Context: an optimization exercise on an open-source flow, tuned for small area. The choices shown serve that exercise and are no tape-out recipe. Function was checked by simulation only, so behaviour that the tests miss may differ from the original. No activity file was given, so power comes from the tool's default toggle rates.

File: flow/design.v
module regfile_mp_ao22 (
    input  logic a1, a2, b1, b2,
    output logic y
);
    assign y = (a1 & a2) | (b1 & b2);
endmodule
module regfile_mp_aoi222 (
    input  logic a1, a2, b1, b2, c1, c2,
    output logic y
);
    assign y = ~((a1 & a2) | (b1 & b2) | (c1 & c2));
endmodule
module regfile_mp_nand2 (
    input  logic a, b,
    output logic y
);
    assign y = ~(a & b);
endmodule
module regfile_mp_nand3 (
    input  logic a, b, c,
    output logic y
);
    assign y = ~(a & b & c);
endmodule
module regfile_mp_nand4 (
    input  logic a, b, c, d,
    output logic y
);
    assign y = ~(a & b & c & d);
endmodule
module regfile_mp_or3 (
    input  logic a, b, c,
    output logic y
);
    assign y = a | b | c;
endmodule
module regfile_mp_rdbit (
    input  logic [30:0] sel,
    input  logic [30:0] d,
    output logic        y
);
    logic [10:0] t;   
    logic [2:0]  u;   
    for (genvar g = 0; g < 10; g++) begin : g_aoi
        regfile_mp_aoi222 u_aoi (
            .a1(sel[3*g]),   .a2(d[3*g]),
            .b1(sel[3*g+1]), .b2(d[3*g+1]),
            .c1(sel[3*g+2]), .c2(d[3*g+2]),
            .y(t[g])
        );
    end
    regfile_mp_nand2 u_n2 (.a(sel[30]), .b(d[30]), .y(t[10]));
    regfile_mp_nand4 u_n4a (.a(t[0]), .b(t[1]), .c(t[2]), .d(t[3]), .y(u[0]));
    regfile_mp_nand4 u_n4b (.a(t[4]), .b(t[5]), .c(t[6]), .d(t[7]), .y(u[1]));
    regfile_mp_nand3 u_n3  (.a(t[8]), .b(t[9]), .c(t[10]), .y(u[2]));
    regfile_mp_or3   u_or  (.a(u[0]), .b(u[1]), .c(u[2]), .y(y));
endmodule
module regfile_mp #(
    parameter int DATA_W      = 32,
    parameter int ADDR_W      = 5,
    parameter int ZERO_REG    = 1,
    parameter int RESET_INDEX = 1
) (
    input  logic              clk,
    input  logic              rst_n,
    input  logic [ADDR_W-1:0] ra1,
    input  logic [ADDR_W-1:0] ra2,
    output logic [DATA_W-1:0] rd1,
    output logic [DATA_W-1:0] rd2,
    input  logic              we,
    input  logic [ADDR_W-1:0] wa,
    input  logic [DATA_W-1:0] wd,
    input  logic              dump_start,
    input  logic              dump_ready,
    output logic              dump_valid,
    output logic [ADDR_W-1:0] dump_idx,
    output logic [DATA_W-1:0] dump_data,
    output logic              dump_last
);
    localparam int DEPTH = 32;
    localparam int NR    = 31;   
    localparam logic [4:0] LAST_IDX = 5'd31;
    logic [DATA_W-1:0] rf_q [1:NR];
    logic              write_ok;
    assign write_ok = we && (wa != '0);
    for (genvar i = 1; i <= NR; i++) begin : g_row
        logic              en, en_n;
        logic [DATA_W-1:0] wsel, dnext;
        assign en   = !rst_n || (write_ok && wa == 5'(i));
        assign en_n = !en;
        assign wsel = rst_n ? wd : DATA_W'(i);
        for (genvar b = 0; b < DATA_W; b++) begin : g_bit
            regfile_mp_ao22 u_wm (.a1(en), .a2(wsel[b]), .b1(en_n), .b2(rf_q[i][b]), .y(dnext[b]));
        end
        always_ff @(posedge clk) begin
            rf_q[i] <= dnext;
        end
    end
    logic        busy_q;
    logic [4:0]  idx_q, idx_n;
    logic [DATA_W-1:0] data_q, data_n;
    logic        advance;
    logic        hit;
    assign advance = !busy_q || dump_ready;
    assign idx_n   = busy_q ? idx_q + 1'b1 : '0;
    assign hit     = write_ok && (wa == idx_n);
    always_ff @(posedge clk) begin
        if (!rst_n) begin
            busy_q <= 1'b0;
        end else if (!busy_q) begin
            busy_q <= dump_start;
        end else if (dump_ready && idx_q == LAST_IDX) begin
            busy_q <= 1'b0;
        end
    end
    logic [NR-1:0] s1, s2, s3;
    for (genvar i = 1; i <= NR; i++) begin : g_dec
        assign s1[i-1] = (ra1 == 5'(i));
        assign s2[i-1] = (ra2 == 5'(i));
        assign s3[i-1] = (idx_n == 5'(i));
    end
    logic [DATA_W-1:0] dump_rd;
    for (genvar b = 0; b < DATA_W; b++) begin : g_rd
        logic [NR-1:0] col;
        for (genvar i = 1; i <= NR; i++) begin : g_col
            assign col[i-1] = rf_q[i][b];
        end
        regfile_mp_rdbit u_r1 (.sel(s1), .d(col), .y(rd1[b]));
        regfile_mp_rdbit u_r2 (.sel(s2), .d(col), .y(rd2[b]));
        regfile_mp_rdbit u_r3 (.sel(s3), .d(col), .y(dump_rd[b]));
    end
    assign data_n = hit ? wd : dump_rd;
    always_ff @(posedge clk) begin
        if (advance) begin
            idx_q  <= idx_n;
            data_q <= data_n;
        end
    end
    assign dump_valid = busy_q;
    assign dump_idx   = idx_q;
    assign dump_data  = data_q;
    assign dump_last  = busy_q && (idx_q == LAST_IDX);
endmodule
File: flow/flow/run.sh
#!/bin/bash
set -euo pipefail
export BUFFER_PORTS_ARGS="-buffer_cell sky130_fd_sc_hd__buf_1"
export CTS_ARGS="-sink_clustering_enable -repair_clock_nets -sink_clustering_size 30 -sink_clustering_max_diameter 80 -dont_use_dummy_load"
bash standard.sh > standard.log 2>&1
File: flow/standard.sh
#!/bin/bash
# synth_recipe.tcl (not shown) runs the flow's synth.tcl, then flattens the netlist and writes it again
# the make line also repeats each setting of config.mk as NAME=value (left out here)
make -C /OpenROAD-flow-scripts/flow DESIGN_CONFIG=/design/flow/config.mk WORK_HOME=/design/flow/orfs CLKGATE_MAP_FILE= SYNTH_SCRIPT=/design/flow/synth_recipe.tcl "${@:-finish}"
File: flow/config.mk
export PLATFORM = sky130hd
export DESIGN_NAME = regfile_mp
export DESIGN_NICKNAME = regfile_mp
export VERILOG_FILES = /design/flow/design.v
export SDC_FILE = /design/flow/constraint.sdc
export NUM_CORES = 4
export LEC_CHECK = 0
export CAP_MARGIN = 20
export CORE_MARGIN = 2
export CORE_UTILIZATION = 30
export SETUP_SLACK_MARGIN = 0.2
export SLEW_MARGIN = 20
export SYNTH_HIERARCHICAL = 1
export SYNTH_MINIMUM_KEEP_SIZE = 0
File: flow/constraint.sdc
create_clock -name core_clock -period 6.0 [get_ports {clk}]
set_input_delay 1.2000 -clock core_clock [delete_from_list [all_inputs] [get_ports {clk}]]
set_output_delay 1.2000 -clock core_clock [all_outputs]
set_load 0.01 [all_outputs]
==> summary.txt <==
number of fillers in the final layout 14400; number of placed cells counting well taps 6042; worst slew margin relative to its limit 14.5%; depth of the worst register-to-register path 12; final HPWL from detailed placement 152000 um; floorplan die area 149000 um2; Remaining DRCs 0; top-level port count 155; post-synthesis sequential element count 1030; number of enable flip-flop cells after synthesis 37; Pwr Density 278 nW/um2; Total Routed Length 250000 um; largest fanout of any net on the critical path 24; Core Area 145000 um2; most area-hungry cell type in the Yosys netlist sky130_fd_sc_hd__dfxtp_1; detail-routed net length per standard cell 41.0 um; CTS tree built; global route overflow 0; most area-consuming cells after synthesis sky130_fd_sc_hd__dfxtp_1 (45%), sky130_fd_sc_hd__a222oi_1 (22%), sky130_fd_sc_hd__a22o_1 (20%); count of cell instances traversed by the critical path 8; area share of the largest cell type after synthesis 45.3%; cts repair resizes 0; Cell Count, Final, Fillers Out 6111; kind of start point of the critical path input pin; final design instance area without fill 50700 um2; clock root buffer master sky130_fd_sc_hd__clkbuf_16; Finish-stage setup viols 0; min-delay worst type flop to flop; number of endpoints with negative hold slack in the final report 0; cell repeated most along the worst path sky130_fd_sc_hd__buf_1; data arrival time of the worst path 4.51 ns; top cells by count, synth sky130_fd_sc_hd__dfxtp_1 (993), sky130_fd_sc_hd__a22o_1 (992), sky130_fd_sc_hd__a222oi_1 (960), sky130_fd_sc_hd__nand4_1 (193), sky130_fd_sc_hd__nand2_1 (114); insertion delay of the later-clocked pin in the worst-skew pair 0.68 ns; number of max-cap violations 0; run status complete, no violations; critical path type input pin to output pin; H-tree Lvls 2; Crit path required time 4.80 ns; number of detailed-route iterations in the first pass 23; maximum clock path buffer count 3; vertical die dimension 386 um; sequential area share after synthesis 47.9%; period utilisation layout 95.2%; count of hold-fix buffers inserted at cts 0; signed area change from the synthesized netlist to the final layout 15.7%; number of buffers and inverters on the critical path 3; primary flip-flop cell chosen by synthesis mapping sky130_fd_sc_hd__dfxtp_1; fraction of layout instances using a drive strength above 1 10.1%; number of max-slew violations in the final report 0; Synthesized Nets 3857; first-pass GRT wire length 343000 um; peak ir drop on the vdd network 238 uV; crit path cell chain buf_1, nand2b_1, nor3_2, buf_4, a222oi_1, nand4_1, or3_1, buf_1; total CTS buffers 47; distinct cell type count after synthesis 36; Clock Skews 0.0707 ns; minimum period implied by the final worst setup slack 5.71 ns; vias after detailed routing 49500; unrepaired setup endpoints after global routing no; # Post-CTS Setup Buffers 0; synthesized netlist cell count 3803; peak per-stage delay on the critical path 0.92 ns; maximum frequency from static timing analysis 175 MHz; placement row count 140; Static Leakage 18.2 nW; Avg Cell Area, Syn 11.5 um2; clock slew seen by the registers of the worst setup and hold paths 0.07 ns; post-placement cell area 49300 um2; slowest stage cell, crit path sky130_fd_sc_hd__nor3_2; width of the die 386 um; warnings from Yosys 9; Hold Path Depth 1; sink count of the clock tree 1030; Setup crit end kind output pin; cell area after technology mapping 43900 um2; Port Buf Inserts 154; placer congestion estimate 0.989; slew at the pin closest to its max-slew limit 1.28 ns; cell class contributing the biggest share of worst-path delay simple AND/OR/NAND/NOR gates; antenna violations before repair 18; fraction of registers with async set or reset after synthesis 0%; 1st-iter DRT viols 16100; maximum number of pins on one net before global-route repair 38; aggregate negative setup slack 0 ns; initial cell density of the core 30.2%; most frequent cell after synthesis sky130_fd_sc_hd__dfxtp_1; Final Net Count 4236; GRT Resource Usage Total 31.5%; residual antenna-violating net count after detailed routing 0; via count of the first global-routing pass 43800; ratio of routed vias to standard cells 8.10
[placed cells by master (no fill, tap or decap), types with 6 or more instances in the layout]
cell type	instances
sky130_fd_sc_hd__a222oi_1	960
sky130_fd_sc_hd__a22o_1	992
sky130_fd_sc_hd__and2_1	25
sky130_fd_sc_hd__and2_2	10
sky130_fd_sc_hd__buf_1	153
sky130_fd_sc_hd__buf_12	9
sky130_fd_sc_hd__buf_16	8
sky130_fd_sc_hd__buf_4	185
sky130_fd_sc_hd__clkbuf_16	47
sky130_fd_sc_hd__dfxtp_1	993
sky130_fd_sc_hd__diode_2	14
sky130_fd_sc_hd__edfxtp_1	37
sky130_fd_sc_hd__inv_1	31
sky130_fd_sc_hd__mux2_2	29
sky130_fd_sc_hd__nand2_1	114
sky130_fd_sc_hd__nand2b_1	17
sky130_fd_sc_hd__nand3_1	107
sky130_fd_sc_hd__nand3b_1	6
sky130_fd_sc_hd__nand4_1	193
sky130_fd_sc_hd__nor2_1	6
sky130_fd_sc_hd__nor2_4	70
sky130_fd_sc_hd__nor3_2	22
sky130_fd_sc_hd__o21ai_4	31
sky130_fd_sc_hd__or3_1	101
[metrics by stage]
step / power, W / setup WS, ns / util [%] / hold slack, ns
final: 0.0141 / 0.287 / 34.9 / 0.530
after detailed placement: 0.0103 / 0.463 / 33.9 / 0.503
after floorplan: 0.00919 / 0.943 / - / 0.482
after CTS: 0.0139 / 0.437 / 34.7 / 0.521
after global placement: 0.0103 / 0.553 / 33.9 / 0.494
after global routing: 0.0144 / 0.360 / 34.9 / 0.540
[sequential cells by signal, indices dropped and copies added, names as in the netlist]
name and flops:
busy_q 1, idx_q 5, rf_q 992, data_q 32
[Yosys stat by module, one instance, submodules excluded, a selection]
module             copies in the design  flip-flops and latches  cells  cell area (um2)
regfile_mp_or3                       96                       0      1             6.26
regfile_mp_ao22                     992                       0      1             8.76
regfile_mp_aoi222                   960                       0      1             10.0
regfile_mp_nand2                     96                       0      1             3.75
regfile_mp_nand3                     96                       0      1             5.00
regfile_mp_nand4                    192                       0      1             6.26
[power by group]
part,leakage (nW),switching [W],internal (W)
Clock,0.579,0.00232,0.00141
Sequential,8.68,0.000641,0.00749
Combinational,8.95,0.00149,0.000741
Total,18.2,0.00445,0.00964
[metal layers]
layer	GRT usage, %	share of wire (%)	wire [um]
met1	40.8	36	89700
met2	42.7	38	95700
met4	17.5	7.5	18700
met3	14.3	18	46200
met5	0	0.065	164
[worst paths after layout]
| check | startpoint | end | slack [ns] |
|---|---|---|---|
| max | ra1[1] | rd1[16] | 0.29 |
| min reg2reg | rf_q[29][21] | rf_q[29][21] | 0.53 |
| min | rf_q[29][21] | rf_q[29][21] | 0.53 |
| max reg2reg | idx_q[0] | data_q[22] | 1.05 |
[cells by family after synthesis]
| group | synth area share, % |
|---|---|
| AND/OR/NAND/NOR | 8.37 |
| adder cells (fa/ha/maj) | 0.0571 |
| buffers and inverters | 0.573 |
| AO/OA/AOI/OAI | 42.2 |
| XOR/XNOR | 0.0799 |
| flip-flops | 47.9 |
| multiplexers | 0.873 |
[final cells by class]
class | count | area, um2 | share of cell area, %
multi-input combinational | 2714 | 23600 | 46.6
timing repair buffer | 357 | 2390 | 4.70
tap | 1917 | 2400 | 4.73
sequential | 1030 | 21000 | 41.4
inverter | 32 | 120 | 0.237
antenna | 14 | 35.0 | 0.0691
clock buffer | 47 | 1180 | 2.32

[port drivers added, routing unchanged]
In the flow no input, the clock included, has a driving cell. The finished layout below was timed again as built, in two steps. Step 1: set_driving_cell puts a clkbuf_16 on clk and a buf_2 on each other input, an assumption about the parent block. Step 2, shift: input delay + t, output delay - t, t = (earliest + latest rising clock arrival at the registers) / 2. This alone moves slack from input paths to output paths. Slacks: ideal ports / drivers / drivers and shift; pairs: ideal ports / drivers.
t, ns: 0.735
setup WS [ns]: 0.287 / 0.251 / 0.251
hold slack, ns: 0.530 / 0.530 / 0.530
worst register clock-pin slew, ns: 0.12 / 0.12
After both steps this run still meets setup and hold. The setup slack of this run moves by -0.036 ns with the drivers and by -0.036 ns with both steps.
